Source: an optimization exercise on an open RTL-to-GDS flow (aim: small area, a short achievable clock period and few clock cycles per item). Production flows keep margins and buffers that such runs may drop.
Power figures rest on the tool's default switching activity, not on a simulated workload.

==> exp/nickel: inputs <==
==> flow/design.v (excerpt) <==
module conv1d_top (
  input  logic        clk,
  input  logic        rst_n,
  input  logic        psel_i,
  input  logic        penable_i,
  input  logic        pwrite_i,
  input  logic [7:0]  paddr_i,
  input  logic [31:0] pwdata_i,
  output logic [31:0] prdata_o,
  output logic        pready_o,
  output logic        pslverr_o,
  output logic        mem_req_o,
  output logic        mem_we_o,
  output logic [6:0]  mem_addr_o,
  output logic [31:0] mem_wdata_o,
  input  logic [31:0] mem_rdata_i,
  output logic        done_o
);
==> module conv1d_top, before the edit <==
module conv1d_top (
  input  logic        clk,
  input  logic        rst_n,
  input  logic        psel_i,
  input  logic        penable_i,
  input  logic        pwrite_i,
  input  logic [7:0]  paddr_i,
  input  logic [31:0] pwdata_i,
  output logic [31:0] prdata_o,
  output logic        pready_o,
  output logic        pslverr_o,
  output logic        mem_req_o,
  output logic        mem_we_o,
  output logic [6:0]  mem_addr_o,
  output logic [31:0] mem_wdata_o,
  input  logic [31:0] mem_rdata_i,
  output logic        done_o
);
  localparam int SW = conv1d_pkg::SUM_W;
  logic sel_ctrl_q, sel_stat_q, sel_taps_q, sel_src_q, sel_dst_q, sel_cnt_q, bad_q;
  always_ff @(posedge clk) begin
    sel_ctrl_q <= (paddr_i == conv1d_pkg::REG_CTRL);
    sel_stat_q <= (paddr_i == conv1d_pkg::REG_STATUS);
    sel_taps_q <= (paddr_i == conv1d_pkg::REG_TAPS);
    sel_src_q  <= (paddr_i == conv1d_pkg::REG_SRC);
    sel_dst_q  <= (paddr_i == conv1d_pkg::REG_DST);
    sel_cnt_q  <= (paddr_i == conv1d_pkg::REG_COUNT);
    bad_q      <= !(paddr_i == conv1d_pkg::REG_CTRL  || paddr_i == conv1d_pkg::REG_STATUS ||
                    paddr_i == conv1d_pkg::REG_TAPS  || paddr_i == conv1d_pkg::REG_SRC ||
                    paddr_i == conv1d_pkg::REG_DST   || paddr_i == conv1d_pkg::REG_COUNT);
  end
  logic wr;
  assign wr        = psel_i & penable_i & pwrite_i;
  assign pready_o  = 1'b1;
  assign pslverr_o = bad_q;
  logic [31:0] taps_q;
  logic [6:0]  src_q, dst_q, cnt_q;
  always_ff @(posedge clk or posedge rst_n) begin
    if (rst_n) begin
      taps_q <= '0;
      src_q  <= '0;
      dst_q  <= '0;
      cnt_q  <= '0;
    end else begin
      if (wr && sel_taps_q) taps_q <= pwdata_i;
      if (wr && sel_src_q)  src_q  <= pwdata_i[6:0];
      if (wr && sel_dst_q)  dst_q  <= pwdata_i[6:0];
      if (wr && sel_cnt_q)  cnt_q  <= pwdata_i[6:0];
    end
  end
  logic       run_q;      
  logic       done_q;
  logic       req_q, we_q;
  logic       ph_q;       
  logic [1:0] fs_q;       
  logic [6:0] wl_q;       
  logic [6:0] rdp_q, wrp_q;
  logic       rv_q;       
  logic start;
  assign start = wr & sel_ctrl_q & pwdata_i[0] & ~run_q;
  logic       rd_now, wr_now;
  logic [6:0] wl_d;
  assign rd_now = req_q & ~we_q;
  assign wr_now = req_q & we_q;
  assign wl_d   = wl_q - {6'd0, wr_now};
  logic nx_rd, nx_wr, last;
  always_comb begin
    nx_rd = 1'b0;
    nx_wr = 1'b0;
    last  = 1'b0;
    if (run_q) begin
      if (!ph_q) begin
        nx_rd = fs_q[1] || (wl_d > ((fs_q == 2'd1) ? 7'd1 : 7'd2));
      end else if (fs_q == 2'd3) begin
        nx_rd = 1'b1;
      end else if (fs_q == 2'd0) begin
        nx_wr = 1'b1;
        last  = (wl_q == 7'd1);
      end
    end
  end
  always_ff @(posedge clk or posedge rst_n) begin
    if (rst_n) begin
      run_q  <= 1'b0;
      done_q <= 1'b0;
      req_q  <= 1'b0;
    end else begin
      if (start) begin
        run_q  <= (cnt_q != '0);
        done_q <= (cnt_q == '0);
        req_q  <= (cnt_q != '0);
      end else begin
        req_q <= nx_rd | nx_wr;
        if (last) begin
          run_q  <= 1'b0;
          done_q <= 1'b1;
        end
      end
    end
  end
  always_ff @(posedge clk) ph_q <= ph_d;
  always_ff @(posedge clk) begin
    rv_q <= rd_now;
    if (start) begin
      we_q  <= 1'b0;
      fs_q  <= 2'd3;
      wl_q  <= cnt_q;
      rdp_q <= src_q;
      wrp_q <= dst_q;
    end else begin
      we_q <= nx_wr;
      if (ph_q && fs_q != 2'd0) fs_q <= fs_q - 2'd1;
      wl_q <= wl_d;
      if (rd_now) rdp_q <= rdp_q + 7'd1;
      if (wr_now) wrp_q <= wrp_q + 7'd1;
    end
  end
  assign mem_req_o  = req_q;
  assign mem_we_o   = we_q;
  assign mem_addr_o = we_q ? wrp_q : rdp_q;
  logic [7:0]    xa_q, xb_q, xc_q;
  logic [SW-1:0] acc_q;
  always_ff @(posedge clk) begin
    if (rv_q) begin
      xb_q <= mem_rdata_i[7:0];
      xc_q <= xb_q;
      xa_q <= xc_q;
    end
  end
  logic          ph_d;
  logic [7:0]    ta_q, tb_q;
  assign ph_d = start ? 1'b0 : ~ph_q;
  always_ff @(posedge clk) begin
    ta_q <= ph_d ? taps_q[15:8]  : taps_q[7:0];
    tb_q <= ph_d ? taps_q[31:24] : taps_q[23:16];
  end
  logic [SW-1:0] s_n_q, c_n_q, s_n_d, c_n_d;
  conv1d_datapath u_dp (
    .xa_i   (xa_q),
    .ta_i   (ta_q),
    .xb_i   (xb_q),
    .tb_i   (tb_q),
    .fs_n_i (s_n_q | {SW{~ph_q}}),
    .fc_n_i (c_n_q | {SW{~ph_q}}),
    .s_n_o  (s_n_d),
    .c_n_o  (c_n_d)
  );
  always_ff @(posedge clk) begin
    s_n_q <= s_n_d;
    c_n_q <= c_n_d;
  end
  logic [SW-1:0] res_q;
  always_ff @(posedge clk) begin
    if (!ph_q) res_q <= SW'(~s_n_q) + SW'(~c_n_q);
  end
  assign mem_wdata_o = {{(32-SW){1'b0}}, res_q};
  always_comb begin
    prdata_o = '0;
    prdata_o |= {32{sel_taps_q}} & taps_q;
    prdata_o[6:0] |= ({7{sel_src_q}} & src_q) | ({7{sel_dst_q}} & dst_q) | ({7{sel_cnt_q}} & cnt_q);
    prdata_o[1:0] |= {2{sel_stat_q}} & {done_q, run_q};
  end
  assign done_o = done_q;
endmodule
clock: 8.0 ns
lec_check: 0
cap_margin: 20
core_margin: 2
core_utilization: 65
setup_slack_margin: 4.5
slew_margin: 20
synth_hierarchical: 1
synth_minimum_keep_size: 0
run.sh (not shown) runs the stock make flow with config.mk's settings and CLKGATE_MAP_FILE= SYNTH_SCRIPT=/design/flow/synth_recipe.tcl, a recipe that flattens the netlist after the stock synthesis.
==> inputs of exp/umber, as changes to exp/nickel <==
--- a/flow/design.v
+++ b/flow/design.v
@@ -332,11 +332,11 @@
     nx_wr = 1'b0;
     last  = 1'b0;
     if (run_q) begin
-      if (!ph_q) begin
-        nx_rd = fs_q[1] || (wl_d > ((fs_q == 2'd1) ? 7'd1 : 7'd2));
-      end else if (fs_q == 2'd3) begin
-        nx_rd = 1'b1;
-      end else if (fs_q == 2'd0) begin
+      if (fs_q != 2'd0) begin
+        nx_rd = !ph_q || fs_q[1];
+      end else if (!ph_q) begin
+        nx_rd = (wl_d > 7'd1);
+      end else begin
         nx_wr = 1'b1;
         last  = (wl_q == 7'd1);
       end
@@ -366,7 +366,7 @@
     rv_q <= rd_now;
     if (start) begin
       we_q  <= 1'b0;
-      fs_q  <= 2'd3;
+      fs_q  <= 2'd2;
       wl_q  <= cnt_q;
       rdp_q <= src_q;
       wrp_q <= dst_q;
@@ -412,11 +412,7 @@
     s_n_q <= s_n_d;
     c_n_q <= c_n_d;
   end
-  logic [SW-1:0] res_q;
-  always_ff @(posedge clk) begin
-    if (!ph_q) res_q <= SW'(~s_n_q) + SW'(~c_n_q);
-  end
-  assign mem_wdata_o = {{(32-SW){1'b0}}, res_q};
+  assign mem_wdata_o = {{(32-SW){1'b0}}, SW'(~s_n_q) + SW'(~c_n_q)};
   always_comb begin
     prdata_o = '0;
     prdata_o |= {32{sel_taps_q}} & taps_q;
- CORE_UTILIZATION: 65 -> 40
==> inputs of exp/quartz, as changes to exp/nickel <==
- CORE_UTILIZATION: 65 -> 40
- SETUP_SLACK_MARGIN: 4.5 -> 5
==> comparison table <==
|  | exp/umber | exp/quartz | exp/nickel |
|---|---|---|---|
| Status | timing/DRC/antenna clean | timing/DRC/antenna clean | timing/DRC/antenna clean |
| Switching power of the nets | 0.519 mW | 0.500 mW | 0.482 mW |
| Most prevalent standard cell on the critical path | sky130_fd_sc_hd__o211ai_1 | - | sky130_fd_sc_hd__fa_1 |
| Crit path largest cell delay | 390 ps | 550 ps | 580 ps |
| Final wirelength | 25100 um | 27600 um | 25800 um |
| Number of cells upsized or downsized after cts | 107 | 134 | 18 |
| Hold-critical path endpoint | xa_q[6] | xa_q[0] | xa_q[7] |
| First-pass GRT wire length | 40400 um | 43300 um | 41000 um |
| Die H | 171 um | 176 um | 139 um |
| Met1 Track Usage GR | 25.5% | 25.8% | 40.0% |
| Starting density of the core | 40.5% | 40.3% | 66.2% |
| Power density over the cells | 144 nW/um2 | 143 nW/um2 | 153 nW/um2 |
| Share of the cycle needed by the critical path after routing | 52.1% | 44.2% | 44.3% |
| Sw Share | 27.3% | 24.7% | 23.6% |
| Required arrival time at the worst endpoint | 6400 ps | 8320 ps | 8300 ps |
| Post-route standard cell area excluding fillers | 13200 um2 | 14100 um2 | 13400 um2 |
| Non-clock buffers, area share | 10.7% | 11.6% | 10.0% |
| Depth of the most critical reg-to-reg path | 8 | 7 | 7 |
| FF-to-FF Start | xa_q[2] | xb_q[1] | xb_q[1] |
| Sequential power share | 46.4% | 49.2% | 48.6% |
| Power Clock | 0.863 mW | 0.874 mW | 0.899 mW |
| Crit path depth | 10 | 7 | 7 |
| Type of the worst setup path | flop to output pin | flop to flop | flop to flop |
| Number of placed cells counting well taps | 1423 | 1467 | 1306 |
| Peak clock frequency supported by timing | 240 MHz | 283 MHz | 282 MHz |
No run of this note included a check of the RTL's function; only the layout flow was run.

static timing again, ports no longer ideal:
The results above use ideal ports. As a check the final layouts listed here were re-extracted and re-timed, cells and wires unchanged. Step 1, drivers: a clkbuf_16 drives clk and a buf_2 each remaining input, both assumed. Step 2 times the ports against the registers' clock, not the clock port: input delays grow and output delays shrink by t, the midpoint of the rising clock arrivals with the driver on. a / b / c = no drivers / after step 1 / after step 2; a / b = the first two.
| run | shift t [ns] | setup WS [ns] | clock arrival spread, ns |
|---|---|---|---|
| exp/nickel | 0.477 | 4.455 / 4.455 / 4.172 | 0.021 / 0.021 |
| exp/umber | 0.483 | 3.831 / 3.778 / 4.261 | 0.020 / 0.020 |
| exp/quartz | 0.485 | 4.467 / 4.467 / 4.467 | 0.015 / 0.015 |
After both steps setup and hold are still met in every run listed. For exp/nickel, which loses most, drivers alone change the setup slack by 0.000 ns; drivers and shift together by -0.283 ns.
